Source: an optimization exercise on an open RTL-to-GDS flow (aim: small area). Production flows keep margins and buffers that such runs may drop. In this exercise RTL edits were held to simulation tests only and were not proved equivalent to the original. Power is estimated from default activity; no workload was simulated.

==> run a: inputs <==
==> flow/design.v <==
package adc_pkg;
  localparam int ADC_NCH     = 24;
  localparam int ADC_SW      = 18;
  localparam int ADC_NSLOT   = 2 * ADC_NCH;
  localparam int ADC_FRAME_W = ADC_NSLOT * ADC_SW;
  function automatic integer slot_offset(input integer k, input integer sw);
    slot_offset = k * sw;
  endfunction
endpackage
module adc_slot_counter
#(
  parameter int NSLOT = adc_pkg::ADC_NSLOT,
  localparam int CW   = (NSLOT > 1) ? $clog2(NSLOT) : 1
) (
  input  logic          clk,
  input  logic          rst,
  input  logic          inc,
  input  logic          sof_load,
  output logic [CW-1:0] cnt,
  output logic          last
);
  assign last = (cnt == CW'(NSLOT - 1));
  always_ff @(posedge clk) begin
    if (rst) begin
      cnt <= '0;
    end else if (inc) begin
      if (sof_load)  cnt <= CW'(1);
      else if (last) cnt <= '0;
      else           cnt <= cnt + CW'(1);
    end
  end
endmodule
module adc_frame_packer
#(
  parameter int NCH    = adc_pkg::ADC_NCH,
  parameter int SW     = adc_pkg::ADC_SW,
  parameter int FCNT_W = 16
) (
  input  logic                  clk,
  input  logic                  rst,
  input  logic                  s_valid,
  output logic                  s_ready,
  input  logic [SW-1:0]         s_data,
  input  logic                  s_sof,
  output logic [2*NCH*SW-1:0]   m_data,
  output logic                  m_valid,
  input  logic                  m_ready,
  output logic                  sync_err,
  output logic [FCNT_W-1:0]     frame_cnt
);
  localparam int NSLOT = 2 * NCH;
  localparam int FW    = NSLOT * SW;
  localparam int CW    = (NSLOT > 1) ? $clog2(NSLOT) : 1;
  logic [CW-1:0] slot;
  logic          last;
  logic [CW-1:0] wr_slot;
  logic [FW-1:0] acc;
  logic [FW-1:0] acc_next;
  logic          xfer;
  logic          resync;
  logic          frame_done;
  assign s_ready    = !rst && !(last && m_valid && !m_ready);
  assign xfer       = s_valid && s_ready;
  assign resync     = xfer && s_sof && (slot != '0);
  assign frame_done = xfer && !s_sof && last;
  assign wr_slot    = s_sof ? '0 : slot;
  adc_slot_counter #(
    .NSLOT (NSLOT)
  ) u_slot_counter (
    .clk      (clk),
    .rst      (rst),
    .inc      (xfer),
    .sof_load (s_sof),
    .cnt      (slot),
    .last     (last)
  );
  always_comb begin
    acc_next = resync ? '0 : acc;
    for (int k = 0; k < NSLOT; k++) begin
      if (xfer && (wr_slot == CW'(k))) begin
        acc_next[adc_pkg::slot_offset(k, SW) +: SW] = s_data;
      end
    end
  end
  always_ff @(posedge clk) begin
    if (rst) begin
      acc       <= '0;
      m_data    <= '0;
      m_valid   <= 1'b0;
      sync_err  <= 1'b0;
      frame_cnt <= '0;
    end else begin
      acc      <= acc_next;
      sync_err <= resync;
      if (frame_done) begin
        m_data    <= acc_next;
        m_valid   <= 1'b1;
        frame_cnt <= frame_cnt + FCNT_W'(1);
      end else if (m_ready) begin
        m_valid <= 1'b0;
      end
    end
  end
endmodule
==> flow/run.sh <==
#!/bin/bash
# synth_recipe.tcl (not shown) runs the flow's synth.tcl, then flattens the netlist and writes it again
# the make line also repeats each setting of config.mk as NAME=value (left out here)
make -C /OpenROAD-flow-scripts/flow DESIGN_CONFIG=/design/flow/config.mk WORK_HOME=/design/flow/orfs CLKGATE_MAP_FILE= SYNTH_SCRIPT=/design/flow/synth_recipe.tcl finish
==> flow/config.mk <==
export PLATFORM = sky130hd
export DESIGN_NAME = adc_frame_packer
export DESIGN_NICKNAME = adc_frame_packer
export VERILOG_FILES = /design/flow/design.v
export SDC_FILE = /design/flow/constraint.sdc
export NUM_CORES = 4
export LEC_CHECK = 0
export CAP_MARGIN = 20
export CORE_MARGIN = 2
export CORE_UTILIZATION = 40
export SLEW_MARGIN = 20
==> flow/constraint.sdc <==
create_clock -name core_clock -period 5.0 [get_ports {clk}]
set_input_delay 1.0000 -clock core_clock [delete_from_list [all_inputs] [get_ports {clk}]]
set_output_delay 1.0000 -clock core_clock [all_outputs]
set_load 0.01 [all_outputs]
==> inputs of run b, as changes to run a <==
--- a/flow/design.v
+++ b/flow/design.v
@@ -32,2 +32,14 @@
 endmodule
+module adc_hold_mux
+#(
+  parameter int W = 1
+) (
+  input  logic [W-1:0] q,
+  input  logic [W-1:0] d,
+  input  logic         ld,
+  input  logic         hold,
+  output logic [W-1:0] y
+);
+  assign y = (q & {W{hold}}) | (d & {W{ld}});
+endmodule
 module adc_frame_packer
@@ -52,2 +64,3 @@
   localparam int FW    = NSLOT * SW;
+  localparam int AW    = FW - SW;
   localparam int CW    = (NSLOT > 1) ? $clog2(NSLOT) : 1;
@@ -56,4 +69,3 @@
   logic [CW-1:0] wr_slot;
-  logic [FW-1:0] acc;
-  logic [FW-1:0] acc_next;
+  logic [AW-1:0] acc;
   logic          xfer;
@@ -76,9 +88,33 @@
   );
-  always_comb begin
-    acc_next = resync ? '0 : acc;
-    for (int k = 0; k < NSLOT; k++) begin
-      if (xfer && (wr_slot == CW'(k))) begin
-        acc_next[adc_pkg::slot_offset(k, SW) +: SW] = s_data;
-      end
-    end
+  logic [NSLOT-2:0] we;
+  logic [NSLOT-2:0] we_n;
+  logic [AW-1:0]    acc_d;
+  logic [FW-1:0]    m_data_d;
+  logic             done_n;
+  assign done_n = !frame_done;
+  for (genvar k = 0; k < NSLOT - 1; k++) begin : g_we
+    assign we[k]   = xfer && (wr_slot == CW'(k));
+    assign we_n[k] = !we[k];
+  end
+  for (genvar i = 0; i < AW; i++) begin : g_acc
+    adc_hold_mux #(.W(1)) u_acc_mux (
+      .q    (acc[i]),
+      .d    (s_data[i % SW]),
+      .ld   (we[i / SW]),
+      .hold (we_n[i / SW]),
+      .y    (acc_d[i])
+    );
+  end
+  for (genvar i = 0; i < FW; i++) begin : g_out
+    adc_hold_mux #(.W(1)) u_out_mux (
+      .q    (m_data[i]),
+      .d    ((i >= AW) ? s_data[i - AW] : acc[i]),
+      .ld   (frame_done),
+      .hold (done_n),
+      .y    (m_data_d[i])
+    );
+  end
+  always_ff @(posedge clk) begin
+    acc    <= acc_d;
+    m_data <= m_data_d;
   end
@@ -86,4 +122,2 @@
     if (rst) begin
-      acc       <= '0;
-      m_data    <= '0;
       m_valid   <= 1'b0;
@@ -92,6 +126,4 @@
     end else begin
-      acc      <= acc_next;
       sync_err <= resync;
       if (frame_done) begin
-        m_data    <= acc_next;
         m_valid   <= 1'b1;
==> flow/flow/run.sh (new file) <==
#!/bin/bash
# Standard ORFS layout with smaller port buffers and a leaner clock tree.
# All tool output goes to standard_flow.log here (ORFS's own per-step logs
# stay under orfs/logs/).
set -uo pipefail
bash standard.sh \
  BUFFER_PORTS_ARGS="-buffer_cell sky130_fd_sc_hd__buf_1" \
  CTS_ARGS="-sink_clustering_enable -repair_clock_nets -dont_use_dummy_load -buf_list {sky130_fd_sc_hd__clkbuf_16} -sink_clustering_size 22 -sink_clustering_max_diameter 50" \
  finish > standard_flow.log 2>&1
==> flow/standard.sh (new file) <==
#!/bin/bash
# synth_recipe.tcl (not shown) runs the flow's synth.tcl, then flattens the netlist and writes it again
# the make line also repeats each setting of config.mk as NAME=value (left out here)
make -C /OpenROAD-flow-scripts/flow DESIGN_CONFIG=/design/flow/config.mk WORK_HOME=/design/flow/orfs CLKGATE_MAP_FILE= SYNTH_SCRIPT=/design/flow/synth_recipe.tcl "${@:-finish}"
--- a/flow/config.mk
+++ b/flow/config.mk
@@ -9,3 +9,5 @@
 export CORE_MARGIN = 2
-export CORE_UTILIZATION = 40
+export CORE_UTILIZATION = 60
 export SLEW_MARGIN = 20
+export SYNTH_HIERARCHICAL = 1
+export SYNTH_MINIMUM_KEEP_SIZE = 0
removed: flow/run.sh
==> inputs of run c, as changes to run a <==
--- a/flow/design.v
+++ b/flow/design.v
@@ -52,2 +52,3 @@
   localparam int FW    = NSLOT * SW;
+  localparam int AW    = FW - SW;
   localparam int CW    = (NSLOT > 1) ? $clog2(NSLOT) : 1;
@@ -56,4 +57,3 @@
   logic [CW-1:0] wr_slot;
-  logic [FW-1:0] acc;
-  logic [FW-1:0] acc_next;
+  logic [AW-1:0] acc;
   logic          xfer;
@@ -76,8 +76,6 @@
   );
-  always_comb begin
-    acc_next = resync ? '0 : acc;
-    for (int k = 0; k < NSLOT; k++) begin
-      if (xfer && (wr_slot == CW'(k))) begin
-        acc_next[adc_pkg::slot_offset(k, SW) +: SW] = s_data;
-      end
+  always_ff @(posedge clk) begin
+    for (int k = 0; k < NSLOT - 1; k++) begin
+      if (xfer && (wr_slot == CW'(k)))
+        acc[adc_pkg::slot_offset(k, SW) +: SW] <= s_data;
     end
@@ -85,5 +83,7 @@
   always_ff @(posedge clk) begin
+    if (frame_done)
+      m_data <= {s_data, acc};
+  end
+  always_ff @(posedge clk) begin
     if (rst) begin
-      acc       <= '0;
-      m_data    <= '0;
       m_valid   <= 1'b0;
@@ -92,6 +92,4 @@
     end else begin
-      acc      <= acc_next;
       sync_err <= resync;
       if (frame_done) begin
-        m_data    <= acc_next;
         m_valid   <= 1'b1;
==> summary.txt <==
|  | run b | run c | run a |
|---|---|---|---|
| Status | no timing/DRC/antenna violations | no timing/DRC/antenna violations | no timing/DRC/antenna violations |
| Most common cell after layout, fill and taps aside | sky130_fd_sc_hd__dfxtp_1 | sky130_fd_sc_hd__edfxtp_1 | sky130_fd_sc_hd__nand2_1 |
| Maximum number of pins on one net before global-route repair | 212 | 146 | 214 |
| Non-clock buffer instance count of the final layout | 1008 | 980 | 1081 |
| Tapcells | 1144 | 1755 | 2160 |
| Mean post-synth cell area | 13.74 um2 | 27.29 um2 | 8.589 um2 |
| Final wirelength | 175.8 mm | 146.5 mm | 251.8 mm |
| Setup slack after placement | 1.176 ns | 0.7184 ns | 0.6121 ns |
| Share of the synthesized netlist area taken by xor and xnor gates | 0.1372% | 0.01653% | 0.01352% |
| Clock slew at reported path FFs | 0.08 ns | 0.07 ns | 0.06 ns |
| Kind of critical path | reg -> reg | reg -> out | reg -> out |
| Proportion of cell area occupied by multi-input gates | 27.05% | 1.740% | 30.73% |
| Core region area | 84750 um2 | 131500 um2 | 160800 um2 |
| Wire length of the first global-routing pass | 249.5 mm | 198.0 mm | 361.8 mm |
| Number of cells on the critical path | 11 | 5 | 4 |
| Main flop type after synthesis | sky130_fd_sc_hd__dfxtp_1 | sky130_fd_sc_hd__edfxtp_1 | sky130_fd_sc_hd__dfxtp_1 |
| Setup ws final | 1.161 ns | 1.054 ns | 0.7905 ns |
| Area after DPL | 56890 um2 | 64910 um2 | 75070 um2 |
| Flip-flop and latch count | 1734 | 1734 | 1752 |
| Worst Min Path Start | acc[443] | acc[136] | acc[548] |
| Number of iterations in the first detailed-routing pass | 5 | 5 | 6 |
| Proportion of final cell area spent on non-clock buffers | 7.265% | 13.73% | 13.17% |
| Number of clock-tree buffers in the layout | 139 | 197 | 273 |
| Switching Power | 0.004903 W | 0.005696 W | 0.006612 W |
| Lkg Pwr | 23.35 nW | 22.46 nW | 24.77 nW |
| Cell count after placement | 5855 | 4658 | 10.04k |

re-timing with driven ports:
Ports are ideal in the flow. The routed layouts listed here were re-timed in OpenROAD. Step 1: set_driving_cell puts a clkbuf_16 on clk and a buf_2 on each other input, an assumption about the parent block. Step 2, shift: input delay + t, output delay - t, t = (earliest + latest rising clock arrival at the registers) / 2. This alone moves slack from input paths to output paths. Slacks: ideal / step 1 / step 2; pairs: ideal / step 1.
run | shift t [ns] | setup WS [ns] | hold WS [ns] | slew at the worst register clock pin (ns) | cell pins on the clock port's net
run a | 0.897 | 0.790 / 0.707 / 0.542 | 0.412 / 0.412 / 0.412 | 0.07 / 0.07 | 1
run b | 0.776 | 1.161 / 1.161 / 1.104 | 0.405 / 0.405 / 0.405 | 0.08 / 0.08 | 1
run c | 0.867 | 1.054 / 0.981 / 0.637 | 0.397 / 0.397 / 0.397 | 0.07 / 0.07 | 1
After both steps setup and hold are still met in every run listed. The setup slack of run c, which loses most, moves by -0.073 ns with the drivers and by -0.417 ns with both steps.
